This is an optimization exercise on Yosys and OpenROAD, whose aim is small area, a short achievable clock period and few clock cycles, not a production implementation.
Power and IR drop assume default switching activity.

// lgappg_sched
module lgappg_sched #(
   parameter int W_WORDS = 8,
   parameter int H_ROWS  = 8
) (
   input  logic         clk,
   input  logic         rst,
   input  logic         start,
   output logic         busy,
   output logic         done,
   input  logic         in_valid,
   output logic         in_ready,
   input  logic [63:0]  in_data,
   output logic         win_valid,
   input  logic         win_ready,
   output logic [575:0] win_data,
   output logic         win_odd
);
For scale: about 2100 cells after synthesis, roughly 1200 flip-flops.
export LEC_CHECK = 0
export CAP_MARGIN = 20
export CORE_MARGIN = 2
export CORE_UTILIZATION = 40
export SETUP_SLACK_MARGIN = 1.6
export SLEW_MARGIN = 20
create_clock -name core_clock -period 4.0 [get_ports {clk}]
standard.sh (not shown) runs the stock make flow with config.mk's settings and CLKGATE_MAP_FILE= SYNTH_SCRIPT=/design/flow/synth_recipe.tcl, a recipe that flattens the netlist after the stock synthesis.
==> flow/flow/run.sh <==
#!/bin/bash
# Standard layout, but ports buffered with plain buffers and the resizer free to swap footprints.
set -euo pipefail
bash standard.sh MATCH_CELL_FOOTPRINT=0 'BUFFER_PORTS_ARGS=-buffer_cell sky130_fd_sc_hd__buf_1' finish > standard_flow.log 2>&1
The baseline ran to the end with no violations.
==> next run, changes <==
SETUP_SLACK_MARGIN = 0   (was 1.6)
Result:
- The new run produced a clean layout
- core utilization drops by 9.6 points
- die area stays the same
- total power decreases by a few percent
- critical path depth stays the same
- register-to-register slack is worse by 0.94 ns
- first-iteration DRC count is about the same
- design area went down by about a fifth
- count of clock-buffer cells in the layout stays the same
Function was not checked in any run of this note: the RTL went through the layout flow alone.


run 1:
lgappg_sched, a different RTL version from the one above (not shown whole).
Size: about 2200 cells after synthesis, about 1300 flip-flops, about 650 I/O pins, roughly 0.041 mm² of cells after synthesis.
==> flow/config.mk <==
export PLATFORM = sky130hd
export DESIGN_NAME = lgappg_sched
export DESIGN_NICKNAME = lgappg_sched
export VERILOG_FILES = /design/flow/design.v
export SDC_FILE = /design/flow/constraint.sdc
export NUM_CORES = 4
export LEC_CHECK = 0
export CAP_MARGIN = 20
export CORE_MARGIN = 2
export CORE_UTILIZATION = 75
export CTS_BUF_LIST = sky130_fd_sc_hd__clkbuf_8
export SETUP_SLACK_MARGIN = 1.9
export SLEW_MARGIN = 20
==> flow/constraint.sdc <==
create_clock -name core_clock -period 4.0 [get_ports {clk}]
set_input_delay 0.8000 -clock core_clock [delete_from_list [all_inputs] [get_ports {clk}]]
set_output_delay 0.8000 -clock core_clock [all_outputs]
set_load 0.01 [all_outputs]
Scripts as last shown in full above: flow/flow/run.sh
What run 2 does differently from run 1 at the input level:
- removing CTS_BUF_LIST (formerly sky130_fd_sc_hd__clkbuf_8)
- changing SETUP_SLACK_MARGIN from 1.9 to 1.5
- changing CORE_UTILIZATION from 75 to 70
### Flow results
Against run 1, finished layout cell area in run 2 fell by a few percent. Going from run 1 to run 2, via count of the first global-routing pass went down; initial antenna violation count went down; multi-input logic area went down; layout-stage area growth over the synthesis result went down; sequential fraction of design power went down. Of the two values seen for worst setup path endpoint, win_data[83] was produced by run 1 and in_ready by run 2.
Input-level comparison between run 3 and run 2:
- CORE_UTILIZATION now 80, was 70
[summary]
Run 3: aborted in 3_5_place_dp (tool error)
[compare] base=run 2 new=run 3: number of enable flip-flop cells after synthesis was more or less identical, share of the synthesized netlist area taken by xor and xnor gates was more or less identical, total nets after synthesis was more or less identical.
Reported for run 2 and run 3, netlist area before placement turned out identical to the last digit.
Re half-perimeter wire length after detailed placement: run 3 is 20% up on run 2.
Synthesized-area fraction occupied by and/or/nand/nor cells: run 2 vs run 3 identical
On row count, the higher figure sits with run 2, not run 3.
Looking at vertical extent of the die, run 3 sits 6.4% lower than run 2 does.
Between run 3 and run 2, it is run 3 whose initial standard-cell utilization of the core is higher, by 10 points.
As far as post-synthesis compound-gate area fraction goes, run 2 and run 3 are indistinguishable; the numbers are identical.
In run 3, the horizontal die dimension came out 6.4% below the value in run 2.
diff inputs: run 3 => run 4
- CTS_BUF_LIST newly set to sky130_fd_sc_hd__clkbuf_8
- CORE_UTILIZATION changed from 80 to 70
- SETUP_SLACK_MARGIN changed from 1.5 to 1.3
[summary]
No stage failed in run 4, and the final checks on the layout all came back clean.
As far as multiplexer share of the synthesized area goes, run 4 and run 3 are indistinguishable; the numbers are identical.
As far as fraction of the yosys area taken by sequential cells goes, run 3 and run 4 are indistinguishable; the numbers are identical.
In the flow results for run 3 and run 4, the number of placement rows is smaller on run 3.
Looking only at floorplan die height, and setting everything else aside, the lower value of run 3 and run 4 goes to run 3.
Delta (run 4 minus run 3): post-DP HPWL saw a decrease, synthesized netlist cell count saw little to no change, initial standard-cell utilization of the core saw a decrease, final weighted congestion in routability-driven placement saw a decrease.
No run of this note included a check of the RTL's function; only the layout flow was run.


The RTL this note starts from:
==> flow/design.v <==
module lgappg_sched #(
   parameter int W_WORDS = 8,
   parameter int H_ROWS  = 8
) (
   input  logic         clk,
   input  logic         rst,
   input  logic         start,
   output logic         busy,
   output logic         done,
   input  logic         in_valid,
   output logic         in_ready,
   input  logic [63:0]  in_data,
   output logic         win_valid,
   input  logic         win_ready,
   output logic [575:0] win_data,
   output logic         win_odd
);
   localparam int NW = W_WORDS * H_ROWS;
   localparam int S  = 2 * W_WORDS + 3;
   localparam int XW = $clog2(W_WORDS);
   localparam int YW = $clog2(H_ROWS);
   localparam int PW = XW + YW;
   localparam logic [PW-1:0] LAST_IDX = PW'(NW - 1);
   localparam logic [PW-1:0] PRE_LOAD = PW'(W_WORDS);
   localparam logic [XW-1:0] X_LAST   = XW'(W_WORDS - 1);
   localparam logic [YW-1:0] Y_LAST   = YW'(H_ROWS - 1);
   logic            run_q, flush_q, done_q, wv_q, odd_q;
   logic            prime_q;     
   logic            last_q;      
   logic            wvn_q;       
   logic            more_q;      
   logic [PW-1:0]   in_cnt_q;    
   logic [YW-1:0]   row_q;       
   logic [XW-1:0]   col_q;
   localparam int KR = 4;
   logic [KR-1:0][8:0] kill_q;   
   logic [8:0]      n_kill, c_kill;
   logic [S-1:0][63:0] store_q;  
   logic slot_free, acc, shift, load, hs, last_hs, wrap;
   logic n_up, n_dn, n_lf, n_rt, c_up, c_dn, c_lf, c_rt;
   assign slot_free = wvn_q || win_ready;
   assign acc       = run_q && in_valid && slot_free;
   assign shift     = slot_free && ((run_q && in_valid) || more_q);
   assign load      = shift && (flush_q || prime_q);
   assign hs        = wv_q && win_ready;
   assign last_hs   = hs && last_q;
   assign wrap = (col_q == X_LAST);
   assign n_lf = wrap;
   assign n_rt = (col_q == X_LAST - XW'(1));
   assign n_up = wrap ? (row_q == Y_LAST) : (row_q == '0);
   assign n_dn = wrap ? (row_q == Y_LAST - YW'(1)) : (row_q == Y_LAST);
   always_comb begin
      for (int k = 0; k < 9; k++) begin
         n_kill[k] = ((k / 3 == 0) && n_up) || ((k / 3 == 2) && n_dn) ||
                     ((k % 3 == 0) && n_lf) || ((k % 3 == 2) && n_rt);
         c_kill[k] = ((k / 3 == 0) && c_up) || ((k / 3 == 2) && c_dn) ||
                     ((k % 3 == 0) && c_lf) || ((k % 3 == 2) && c_rt);
      end
   end
   always_ff @(posedge clk) begin
      kill_q[0] <= load ? n_kill : c_kill;
      kill_q[1] <= (load || !wv_q) ? n_kill : c_kill;
      kill_q[2] <= load ? n_kill : (wv_q ? c_kill : 9'h000);
      kill_q[3] <= load ? n_kill : (wv_q ? c_kill : 9'h1ff);
   end
   assign c_lf = (col_q == '0);
   assign c_rt = wrap;
   assign c_up = (row_q == '0);
   assign c_dn = (row_q == Y_LAST);
   always_ff @(posedge clk) begin
      if (shift) begin
         store_q[0] <= ~in_data;
         for (int j = 1; j < S; j++) store_q[j] <= store_q[j-1];
      end
   end
   always_ff @(posedge clk) begin
      if (load) begin
         odd_q  <= row_q[0] ^ wrap;
         last_q <= (row_q == Y_LAST) && n_rt;
         col_q  <= col_q + XW'(1);
         if (wrap) row_q <= row_q + YW'(1);
      end
      if (!run_q && !flush_q && !done_q && start) begin
         row_q  <= Y_LAST;
         col_q  <= X_LAST;
         last_q <= 1'b0;
      end
   end
   always_ff @(posedge clk) begin
      if (rst) begin
         run_q    <= 1'b0;
         flush_q  <= 1'b0;
         done_q   <= 1'b0;
         wv_q     <= 1'b0;
         wvn_q    <= 1'b1;
         more_q   <= 1'b0;
         prime_q  <= 1'b0;
         in_cnt_q <= '0;
      end else begin
         done_q <= last_hs;
         if (!run_q && !flush_q && !done_q && start) begin
            run_q    <= 1'b1;
            prime_q  <= 1'b0;
            in_cnt_q <= '0;
         end
         if (acc) begin
            in_cnt_q <= in_cnt_q + PW'(1);
            if (in_cnt_q == PRE_LOAD) prime_q <= 1'b1;
            if (in_cnt_q == LAST_IDX) begin
               run_q   <= 1'b0;
               flush_q <= 1'b1;
               more_q  <= 1'b1;
            end
         end
         if (load && flush_q && (row_q == Y_LAST) && n_rt) more_q <= 1'b0;
         if (last_hs) flush_q <= 1'b0;
         if (load)    wv_q <= 1'b1;
         else if (hs) wv_q <= 1'b0;
         if (load)    wvn_q <= 1'b0;
         else if (hs) wvn_q <= 1'b1;
      end
   end
   for (genvar k = 0; k < 9; k++) begin : g_win
      localparam int J = W_WORDS + 1 - ((k / 3 - 1) * W_WORDS + (k % 3 - 1));
      for (genvar b = 0; b < 64; b++) begin : g_bit
         assign win_data[64*k + b] = ~(store_q[J][b] | kill_q[b * KR / 64][k]);
      end
   end
   assign in_ready  = run_q && slot_free;
   assign busy      = run_q || flush_q;
   assign done      = done_q;
   assign win_valid = wv_q;
   assign win_odd   = odd_q;
endmodule
export LEC_CHECK = 0
export CAP_MARGIN = 20
export CORE_MARGIN = 2
export CORE_UTILIZATION = 70
export CTS_BUF_LIST = sky130_fd_sc_hd__clkbuf_8
export SETUP_SLACK_MARGIN = 1.0
export SLEW_MARGIN = 20
create_clock -name core_clock -period 4.0 [get_ports {clk}]
Scripts as last shown in full above: flow/flow/run.sh
Edit:
- CORE_UTILIZATION: 70 -> 75
- CTS_BUF_LIST: sky130_fd_sc_hd__clkbuf_8 -> unset
- SETUP_SLACK_MARGIN: 1.0 -> 1.5
Result: The new run ran to the end with no violations. Synthesized cell count is unchanged. Via count rises by a few percent. Non-clock buffer count is higher by 1.
Edit:
- CTS_BUF_LIST: unset -> sky130_fd_sc_hd__clkbuf_8
- SETUP_SLACK_MARGIN: 1.5 -> 1.7
Die area stays the same.
Power went down by 2.0%.
Hold slack degrades by 0.17 ns.
Setup slack degrades by 0.035 ns.
Final area went up by 6.2%.
Combinational power went up by 25%.
Via count went up by 9.4%.
Wire length went up by 20%.
Critical path depth is unchanged.
Register-to-register slack improves by 0.02 ns.
Edit:
- CORE_UTILIZATION: 75 -> 70
- SETUP_SLACK_MARGIN: 1.7 -> 1.5
The changed run passed the timing, design-rule and antenna checks.
Die area grows by a little under a tenth.
Synthesized cell count is unchanged.
Synthesized area stays the same.
Combinational power shrinks by about a fifth.
Via count shrinks by roughly a tenth.
Sequential share of layout area grows by 4.4 points.
First-iteration DRC count shrinks by well over a third.
Final cell count grows slightly.
No run of this note included a check of the RTL's function; only the layout flow was run.

## separate check: timing with driven ports
How much do the figures lean on ideal ports? The routed layouts below were timed once more, with nothing changed but the port constraints.
Step 1: set_driving_cell puts a clkbuf_16 on clk and a buf_2 on each other input, an assumption about the parent block.
Step 2 times the ports against the registers' clock, not the clock port: input delays grow and output delays shrink by t, the midpoint of the rising clock arrivals with the driver on.
Three values: ideal ports, drivers, drivers and shift; two values: the first two.
run | shift t [ns] | setup WS [ns] | worst data-port slew with drivers (ns)
the first run of note 1 | 0.760 | 1.350 / 1.350 / 1.180 | 0.06
the second run of note 1 | 0.749 | 0.405 / 0.405 / 0.405 | 0.06
run 1 | 0.881 | 1.418 / 1.353 / 1.193 | 0.11
run 2 | 0.702 | 1.546 / 1.464 / 1.138 | 0.08
run 4 | 0.836 | 1.382 / 1.327 / 1.124 | 0.08
the first run of note 3 | 0.838 | 1.238 / 1.183 / 1.103 | 0.08
the second run of note 3 | 0.708 | 1.558 / 1.494 / 1.065 | 0.09
the third run of note 3 | 0.859 | 1.523 / 1.460 / 1.094 | 0.11
the fourth run of note 3 | 0.836 | 1.572 / 1.517 / 1.134 | 0.08
After both steps setup and hold are still met in every run listed. For the second run of note 3, which loses most, drivers alone change the setup slack by -0.064 ns; drivers and shift together by -0.493 ns.
